Context: an optimization exercise on an open-source flow, tuned for small area and a short achievable clock period. The choices shown serve that exercise and are no tape-out recipe. In this exercise RTL edits were held to simulation tests only and were not proved equivalent to the original. No activity file was given, so power comes from the tool's default toggle rates.

==> run a: inputs <==
// fb_combiner_n
module fb_combiner_n
#(
    parameter int N_CH      = 4,
    parameter int DATA_W    = 15,
    parameter int COEF_W    = 18,
    parameter int FRAC_BITS = 14,
    parameter int OUT_W     = 13,
    parameter int CNT_W     = 8
) (
    input  logic                     clk,
    input  logic                     rst_n,
    input  logic                     trig,
    input  logic [N_CH*DATA_W-1:0]   data_in,
    input  logic [N_CH*COEF_W-1:0]   coef,
    input  logic [N_CH-1:0]          ch_en,
    input  logic [1:0]               mode,
    input  logic [OUT_W-1:0]         const_dac,
    input  logic [2:0]               no_bunches,
    input  logic [3:0]               no_samples,
    input  logic [CNT_W-1:0]         sample_spacing,
    input  logic [CNT_W-1:0]         start_delay,
    input  logic                     sat_clr,
    output logic [OUT_W-1:0]         fb_sgnl,
    output logic                     dac_cond,
    output logic                     busy,
    output logic                     sat_flag
);
==> module fb_window_gen, before the edit <==
module fb_window_gen
#(
    parameter int CNT_W = 8
) (
    input  logic             clk,
    input  logic             rst_n,
    input  logic             trig,
    input  logic [2:0]       no_bunches,
    input  logic [3:0]       no_samples,
    input  logic [CNT_W-1:0] sample_spacing,
    input  logic [CNT_W-1:0] start_delay,
    output logic             gate,
    output logic             busy
);
    fb_pkg::fb_state_t state, state_n;
    logic             trig_d;
    logic             go;
    logic             last;
    logic [2:0]       bunches, bunches_n;
    logic [3:0]       samples, samples_n;
    logic [CNT_W-1:0] spacing, spacing_n;
    logic [CNT_W-1:0] cnt, cnt_n;
    logic             busy_q;
    assign go   = trig && !trig_d && no_bunches != 3'd0 && no_samples != 4'd0;
    assign last = cnt == CNT_W'(1);
    assign gate = state == fb_pkg::ACTIVE;
    assign busy = busy_q;
    always_comb begin
        state_n   = state;
        bunches_n = bunches;
        samples_n = samples;
        spacing_n = spacing;
        cnt_n     = cnt - CNT_W'(1);
        case (state)
            fb_pkg::IDLE: begin
                cnt_n = cnt;
                if (go) begin
                    bunches_n = no_bunches;
                    samples_n = no_samples;
                    spacing_n = sample_spacing;
                    state_n   = start_delay == '0 ? fb_pkg::ACTIVE : fb_pkg::DELAY;
                    cnt_n     = start_delay == '0 ? CNT_W'(no_samples) : start_delay;
                end
            end
            fb_pkg::DELAY, fb_pkg::GAP: if (last) begin
                state_n = fb_pkg::ACTIVE;
                cnt_n   = CNT_W'(samples);
            end
            default: if (last) begin     
                if (bunches == 3'd1) state_n = fb_pkg::IDLE;
                else begin
                    bunches_n = bunches - 3'd1;
                    state_n   = spacing > CNT_W'(samples) ? fb_pkg::GAP : fb_pkg::ACTIVE;
                    cnt_n     = spacing > CNT_W'(samples) ? spacing - CNT_W'(samples) : CNT_W'(samples);
                end
            end
        endcase
    end
    always_ff @(posedge clk or negedge rst_n) begin
        if (!rst_n) begin
            state   <= fb_pkg::IDLE;
            trig_d  <= 1'b0;
            bunches <= '0;
            samples <= '0;
            spacing <= '0;
            cnt     <= '0;
            busy_q  <= 1'b0;
        end else begin
            trig_d  <= trig;
            state   <= state_n;
            bunches <= bunches_n;
            samples <= samples_n;
            spacing <= spacing_n;
            cnt     <= cnt_n;
            busy_q  <= state_n != fb_pkg::IDLE;
        end
    end
endmodule
export LEC_CHECK = 0
export CAP_MARGIN = 20
export CORE_MARGIN = 2
export CORE_UTILIZATION = 60
export SLEW_MARGIN = 20
create_clock -name core_clock -period 9.0 [get_ports {clk}]
standard.sh (not shown) runs the stock make flow with config.mk's settings and CLKGATE_MAP_FILE= SYNTH_SCRIPT=/design/flow/synth_recipe.tcl, a recipe that flattens the netlist after the stock synthesis.
==> flow/flow/run.sh <==
#!/bin/bash
set -euo pipefail
bash standard.sh SETUP_SLACK_MARGIN=6.0 finish > flow_make.log 2>&1
==> run b: changes against run a <==
--- a/flow/design.v
+++ b/flow/design.v
@@ -27,3 +27,2 @@
     logic             go;
-    logic             last;
     logic [2:0]       bunches, bunches_n;
@@ -32,5 +31,6 @@
     logic [CNT_W-1:0] cnt, cnt_n;
+    logic [CNT_W-1:0] win;
     logic             busy_q;
     assign go   = trig && !trig_d && no_bunches != 3'd0 && no_samples != 4'd0;
-    assign last = cnt == CNT_W'(1);
+    assign win  = CNT_W'(samples) - CNT_W'(1);
     assign gate = state == fb_pkg::ACTIVE;
@@ -42,20 +42,18 @@
         spacing_n = spacing;
-        cnt_n     = cnt - CNT_W'(1);
+        cnt_n     = cnt;
         case (state)
-            fb_pkg::IDLE: begin
-                cnt_n = cnt;
-                if (go) begin
-                    bunches_n = no_bunches;
-                    samples_n = no_samples;
-                    spacing_n = sample_spacing;
-                    state_n   = start_delay == '0 ? fb_pkg::ACTIVE : fb_pkg::DELAY;
-                    cnt_n     = start_delay == '0 ? CNT_W'(no_samples) : start_delay;
-                end
+            fb_pkg::IDLE: if (go) begin
+                bunches_n = no_bunches;
+                samples_n = no_samples;
+                spacing_n = sample_spacing;
+                state_n   = start_delay == '0 ? fb_pkg::ACTIVE : fb_pkg::DELAY;
+                cnt_n     = start_delay == '0 ? CNT_W'(no_samples) - CNT_W'(1) : start_delay - CNT_W'(1);
             end
-            fb_pkg::DELAY, fb_pkg::GAP: if (last) begin
-                state_n = fb_pkg::ACTIVE;
-                cnt_n   = CNT_W'(samples);
+            fb_pkg::DELAY: begin
+                state_n = cnt == '0 ? fb_pkg::ACTIVE : fb_pkg::DELAY;
+                cnt_n   = cnt == '0 ? win : cnt - CNT_W'(1);
             end
-            default: if (last) begin     
-                if (bunches == 3'd1) state_n = fb_pkg::IDLE;
+            fb_pkg::ACTIVE: begin
+                if (cnt != '0) cnt_n = cnt - CNT_W'(1);
+                else if (bunches == 3'd1) state_n = fb_pkg::IDLE;
                 else begin
@@ -63,5 +61,10 @@
                     state_n   = spacing > CNT_W'(samples) ? fb_pkg::GAP : fb_pkg::ACTIVE;
-                    cnt_n     = spacing > CNT_W'(samples) ? spacing - CNT_W'(samples) : CNT_W'(samples);
+                    cnt_n     = spacing > CNT_W'(samples) ? spacing - CNT_W'(samples) - CNT_W'(1) : win;
                 end
             end
+            fb_pkg::GAP: begin
+                state_n = cnt == '0 ? fb_pkg::ACTIVE : fb_pkg::GAP;
+                cnt_n   = cnt == '0 ? win : cnt - CNT_W'(1);
+            end
+            default: state_n = fb_pkg::IDLE;
         endcase
CORE_UTILIZATION = 40   (was 60)
==> run c: changes against run a <==
--- a/flow/design.v
+++ b/flow/design.v
@@ -24,46 +24,14 @@
 );
-    fb_pkg::fb_state_t state, state_n;
+    fb_pkg::fb_state_t        state;
     logic             trig_d;
     logic             go;
-    logic             last;
-    logic [2:0]       bunches, bunches_n;
-    logic [3:0]       samples, samples_n;
-    logic [CNT_W-1:0] spacing, spacing_n;
-    logic [CNT_W-1:0] cnt, cnt_n;
-    logic             busy_q;
+    logic [2:0]       bunches;
+    logic [3:0]       samples;
+    logic [CNT_W-1:0] spacing;
+    logic [CNT_W-1:0] cnt;
+    logic [CNT_W-1:0] win;
     assign go   = trig && !trig_d && no_bunches != 3'd0 && no_samples != 4'd0;
-    assign last = cnt == CNT_W'(1);
+    assign win  = CNT_W'(samples) - CNT_W'(1);
     assign gate = state == fb_pkg::ACTIVE;
-    assign busy = busy_q;
-    always_comb begin
-        state_n   = state;
-        bunches_n = bunches;
-        samples_n = samples;
-        spacing_n = spacing;
-        cnt_n     = cnt - CNT_W'(1);
-        case (state)
-            fb_pkg::IDLE: begin
-                cnt_n = cnt;
-                if (go) begin
-                    bunches_n = no_bunches;
-                    samples_n = no_samples;
-                    spacing_n = sample_spacing;
-                    state_n   = start_delay == '0 ? fb_pkg::ACTIVE : fb_pkg::DELAY;
-                    cnt_n     = start_delay == '0 ? CNT_W'(no_samples) : start_delay;
-                end
-            end
-            fb_pkg::DELAY, fb_pkg::GAP: if (last) begin
-                state_n = fb_pkg::ACTIVE;
-                cnt_n   = CNT_W'(samples);
-            end
-            default: if (last) begin     
-                if (bunches == 3'd1) state_n = fb_pkg::IDLE;
-                else begin
-                    bunches_n = bunches - 3'd1;
-                    state_n   = spacing > CNT_W'(samples) ? fb_pkg::GAP : fb_pkg::ACTIVE;
-                    cnt_n     = spacing > CNT_W'(samples) ? spacing - CNT_W'(samples) : CNT_W'(samples);
-                end
-            end
-        endcase
-    end
+    assign busy = state != fb_pkg::IDLE;
     always_ff @(posedge clk or negedge rst_n) begin
@@ -76,11 +44,31 @@
             cnt     <= '0;
-            busy_q  <= 1'b0;
         end else begin
-            trig_d  <= trig;
-            state   <= state_n;
-            bunches <= bunches_n;
-            samples <= samples_n;
-            spacing <= spacing_n;
-            cnt     <= cnt_n;
-            busy_q  <= state_n != fb_pkg::IDLE;
+            trig_d <= trig;
+            case (state)
+                fb_pkg::IDLE: if (go) begin
+                    bunches <= no_bunches;
+                    samples <= no_samples;
+                    spacing <= sample_spacing;
+                    state   <= start_delay == '0 ? fb_pkg::ACTIVE : fb_pkg::DELAY;
+                    cnt     <= start_delay == '0 ? CNT_W'(no_samples) - CNT_W'(1) : start_delay - CNT_W'(1);
+                end
+                fb_pkg::DELAY: begin
+                    state <= cnt == '0 ? fb_pkg::ACTIVE : fb_pkg::DELAY;
+                    cnt   <= cnt == '0 ? win : cnt - CNT_W'(1);
+                end
+                fb_pkg::ACTIVE: begin
+                    if (cnt != '0) cnt <= cnt - CNT_W'(1);
+                    else if (bunches == 3'd1) state <= fb_pkg::IDLE;
+                    else begin
+                        bunches <= bunches - 3'd1;
+                        state   <= spacing > CNT_W'(samples) ? fb_pkg::GAP : fb_pkg::ACTIVE;
+                        cnt     <= spacing > CNT_W'(samples) ? spacing - CNT_W'(samples) - CNT_W'(1) : win;
+                    end
+                end
+                fb_pkg::GAP: begin
+                    state <= cnt == '0 ? fb_pkg::ACTIVE : fb_pkg::GAP;
+                    cnt   <= cnt == '0 ? win : cnt - CNT_W'(1);
+                end
+                default: state <= fb_pkg::IDLE;
+            endcase
         end
==> flow/run.sh (new file) <==
#!/bin/bash
# synth_recipe.tcl (not shown) runs the flow's synth.tcl, then flattens the netlist and writes it again
# the make line also repeats each setting of config.mk as NAME=value (left out here)
make -C /OpenROAD-flow-scripts/flow DESIGN_CONFIG=/design/flow/config.mk WORK_HOME=/design/flow/orfs CLKGATE_MAP_FILE= SYNTH_SCRIPT=/design/flow/synth_recipe.tcl finish
CORE_UTILIZATION = 40   (was 60)
removed: flow/flow/run.sh
removed: flow/standard.sh
==> reports/results.txt <==
Fraction of registers with async set/reset: 11.8%
Top cells by count, synth: 505 x a22oi_1, 473 x dfxtp_1, 471 x inv_1
Outcome: complete, no violations
Buffering overhead: 5.51%
Post-synthesis mux area share: 0.285%
CP max FO: 1
GP Congestion: 1.04
Placed cells: 4474
the above is filed under run a

==> reports/results.txt <==
Outcome: complete, no violations
Largest net degree at the start of global routing: 64
GP Congestion: 0.946
CTS Buf Count: 61
Core area: 96400 um2
Layout cells sized above 1: 11.5%
Fraction of registers with async set/reset: 11.8%
Fill count: 9009
Placed cells: 4903
Post-synthesis compound-gate area fraction: 14.4%
Most frequent cells in the layout: 506 x a22oi_1, 466 x inv_1, 463 x fa_1
Buffering overhead: 5.13%
Post-synthesis mux area share: 0.278%
CP max FO: 6
the above is filed under run b

==> reports/results.txt <==
Placed cells: 4943
Outcome: complete, no violations
Top cells by count, synth: 504 x a22oi_1, 480 x inv_1, 473 x dfxtp_1
GP Congestion: 0.947
CP max FO: 11
Synth area leaders: dfxtp_1 24%, fa_1 24%, a22oi_1 9.7%
Post-synthesis mux area share: 0.357%
Fraction of registers with async set/reset: 11.6%
the above is filed under run c



==> build 69 <==
fb_combiner_n, a different RTL version from the one above (not shown whole).
==> module fb_window_gen, before the edit <==
module fb_window_gen
#(
    parameter int CNT_W = 8
) (
    input  logic             clk,
    input  logic             rst_n,
    input  logic             trig,
    input  logic [2:0]       no_bunches,
    input  logic [3:0]       no_samples,
    input  logic [CNT_W-1:0] sample_spacing,
    input  logic [CNT_W-1:0] start_delay,
    output logic             gate,
    output logic             busy
);
    fb_pkg::fb_state_t state, state_n;
    logic             trig_d;
    logic             go;
    logic             last;
    logic [2:0]       bunches, bunches_n;
    logic [3:0]       samples, samples_n;
    logic [CNT_W-1:0] spacing, spacing_n;
    logic [CNT_W-1:0] cnt, cnt_n;
    logic             busy_q;
    assign go   = trig && !trig_d && no_bunches != 3'd0 && no_samples != 4'd0;
    assign last = cnt == CNT_W'(1);
    assign gate = state == fb_pkg::ACTIVE;
    assign busy = busy_q;
    always_comb begin
        state_n   = state;
        bunches_n = bunches;
        samples_n = samples;
        spacing_n = spacing;
        cnt_n     = cnt - CNT_W'(1);
        case (state)
            fb_pkg::IDLE: begin
                cnt_n = cnt;
                if (go) begin
                    bunches_n = no_bunches;
                    samples_n = no_samples;
                    spacing_n = sample_spacing;
                    state_n   = start_delay == '0 ? fb_pkg::ACTIVE : fb_pkg::DELAY;
                    cnt_n     = start_delay == '0 ? CNT_W'(no_samples) : start_delay;
                end
            end
            fb_pkg::DELAY, fb_pkg::GAP: if (last) begin
                state_n = fb_pkg::ACTIVE;
                cnt_n   = CNT_W'(samples);
            end
            default: if (last) begin     
                if (bunches == 3'd1) state_n = fb_pkg::IDLE;
                else begin
                    bunches_n = bunches - 3'd1;
                    state_n   = spacing > CNT_W'(samples) ? fb_pkg::GAP : fb_pkg::ACTIVE;
                    cnt_n     = spacing > CNT_W'(samples) ? spacing - CNT_W'(samples) : CNT_W'(samples);
                end
            end
        endcase
    end
    always_ff @(posedge clk or negedge rst_n) begin
        if (!rst_n) begin
            state   <= fb_pkg::IDLE;
            trig_d  <= 1'b0;
            busy_q  <= 1'b0;
        end else begin
            trig_d  <= trig;
            state   <= state_n;
            busy_q  <= state_n != fb_pkg::IDLE;
        end
    end
    always_ff @(posedge clk) begin
        bunches <= bunches_n;
        samples <= samples_n;
        spacing <= spacing_n;
        cnt     <= cnt_n;
    end
endmodule
Settings: LEC_CHECK=0, ABC_CLOCK_PERIOD_IN_PS=2000, CAP_MARGIN=20, CORE_MARGIN=2, CORE_UTILIZATION=60, CTS_CLUSTER_DIAMETER=80, CTS_CLUSTER_SIZE=24, SLEW_MARGIN=20, SYNTH_HIERARCHICAL=1, SYNTH_MINIMUM_KEEP_SIZE=0; clock period 9.0 ns.
==> flow/flow/run.sh <==
#!/bin/bash
set -euo pipefail
bash standard.sh SETUP_SLACK_MARGIN=6.15 "BUFFER_PORTS_ARGS=-buffer_cell sky130_fd_sc_hd__buf_1" finish > flow_make.log 2>&1
==> build 82 (differences from build 69) <==
--- a/flow/design.v
+++ b/flow/design.v
@@ -72,2 +72,6 @@
             trig_d  <= 1'b0;
+            bunches <= '0;
+            samples <= '0;
+            spacing <= '0;
+            cnt     <= '0;
             busy_q  <= 1'b0;
@@ -76,2 +80,6 @@
             state   <= state_n;
+            bunches <= bunches_n;
+            samples <= samples_n;
+            spacing <= spacing_n;
+            cnt     <= cnt_n;
             busy_q  <= state_n != fb_pkg::IDLE;
@@ -79,8 +87,2 @@
     end
-    always_ff @(posedge clk) begin
-        bunches <= bunches_n;
-        samples <= samples_n;
-        spacing <= spacing_n;
-        cnt     <= cnt_n;
-    end
 endmodule
==> build 71 (differences from build 69) <==
==> flow/flow/run.sh (replaced) <==
#!/bin/bash
set -euo pipefail
bash standard.sh SETUP_SLACK_MARGIN=6.3 "BUFFER_PORTS_ARGS=-buffer_cell sky130_fd_sc_hd__buf_1" finish > flow_make.log 2>&1
==> qor summary <==
                                                                    build 82   build 71   build 69
Sequential element share of the synthesized area                       29.5%      30.1%      30.1%
Clock buffers created by TritonCTS                                        36         35         31
Delay of the slowest critical-path stage                             0.38 ns    0.39 ns    0.40 ns
Clock buffer count                                                        43         43         37
Area share of the largest cell type after synthesis                    27.0%      27.2%      27.2%
Post-CTS sizing                                                          150        205        146
Leakage component of the power                                     0.0153 uW  0.0152 uW  0.0150 uW
Share of the synthesized netlist area taken by xor and xnor gates      14.4%      14.6%      14.6%
Multi-input combinational cell count                                    2402       2352       2352
Met3 wirelength from detailed routing                                8700 um    8850 um    8490 um
Outcome                                     no timing/DRC/antenna violations  no timing/DRC/antenna violations  no timing/DRC/antenna violations
Fraction of synthesized area in multiplexers                          0.444%    0.0310%    0.0310%
Switching Fraction                                                     40.7%      41.4%      41.4%
Met1 Routed Length                                                  42900 um   39900 um   40600 um
Actual transition at the worst max-transition pin                   0.924 ns   0.841 ns   0.835 ns
Distinct cell type count of the synthesized netlist                       68         59         59
Final net count                                                         4000       3968       3944
Vias after detailed routing                                            24576      24448      24360
Power in sequential cells                                            3850 uW    3890 uW    3930 uW
Number of synthesized flops with an enable pin                             0         23         23
Peak supply drop                                                    0.231 mV   0.309 mV   0.287 mV

## what the ideal ports hide
The flow's constraints put no driver on any port. The routed layouts listed below were extracted and timed again, unchanged, in two steps.
Step 1 sets driving cells, clkbuf_16 on the clock port and buf_2 on the other inputs (assumed; they add their load-dependent delay and slew).
Step 2 also shifts input and output timing later by t, the mid clock arrival at the registers, as if the neighbouring blocks saw the same clock.
Three values: ideal, step 1, step 2; two values: the first two.
run	t (ns)	setup WS [ns]	worst setup path after step 2	cell pins on the clock port's net
run a	0.685	5.800 / 5.800 / 5.398	input to register	1
run b	0.729	5.507 / 5.535 / 4.806	input to register	1
run c	0.731	5.016 / 4.947 / 4.664	input to register	1
build 69	0.702	6.022 / 5.957 / 5.519	input to register	1
build 82	0.644	6.120 / 6.055 / 5.646	input to register	1
build 71	0.646	6.096 / 6.034 / 5.571	input to register	1
After both steps every run listed still meets setup and hold. The setup slack of run b, which loses most, moves by +0.028 ns with the drivers and by -0.701 ns with both steps.
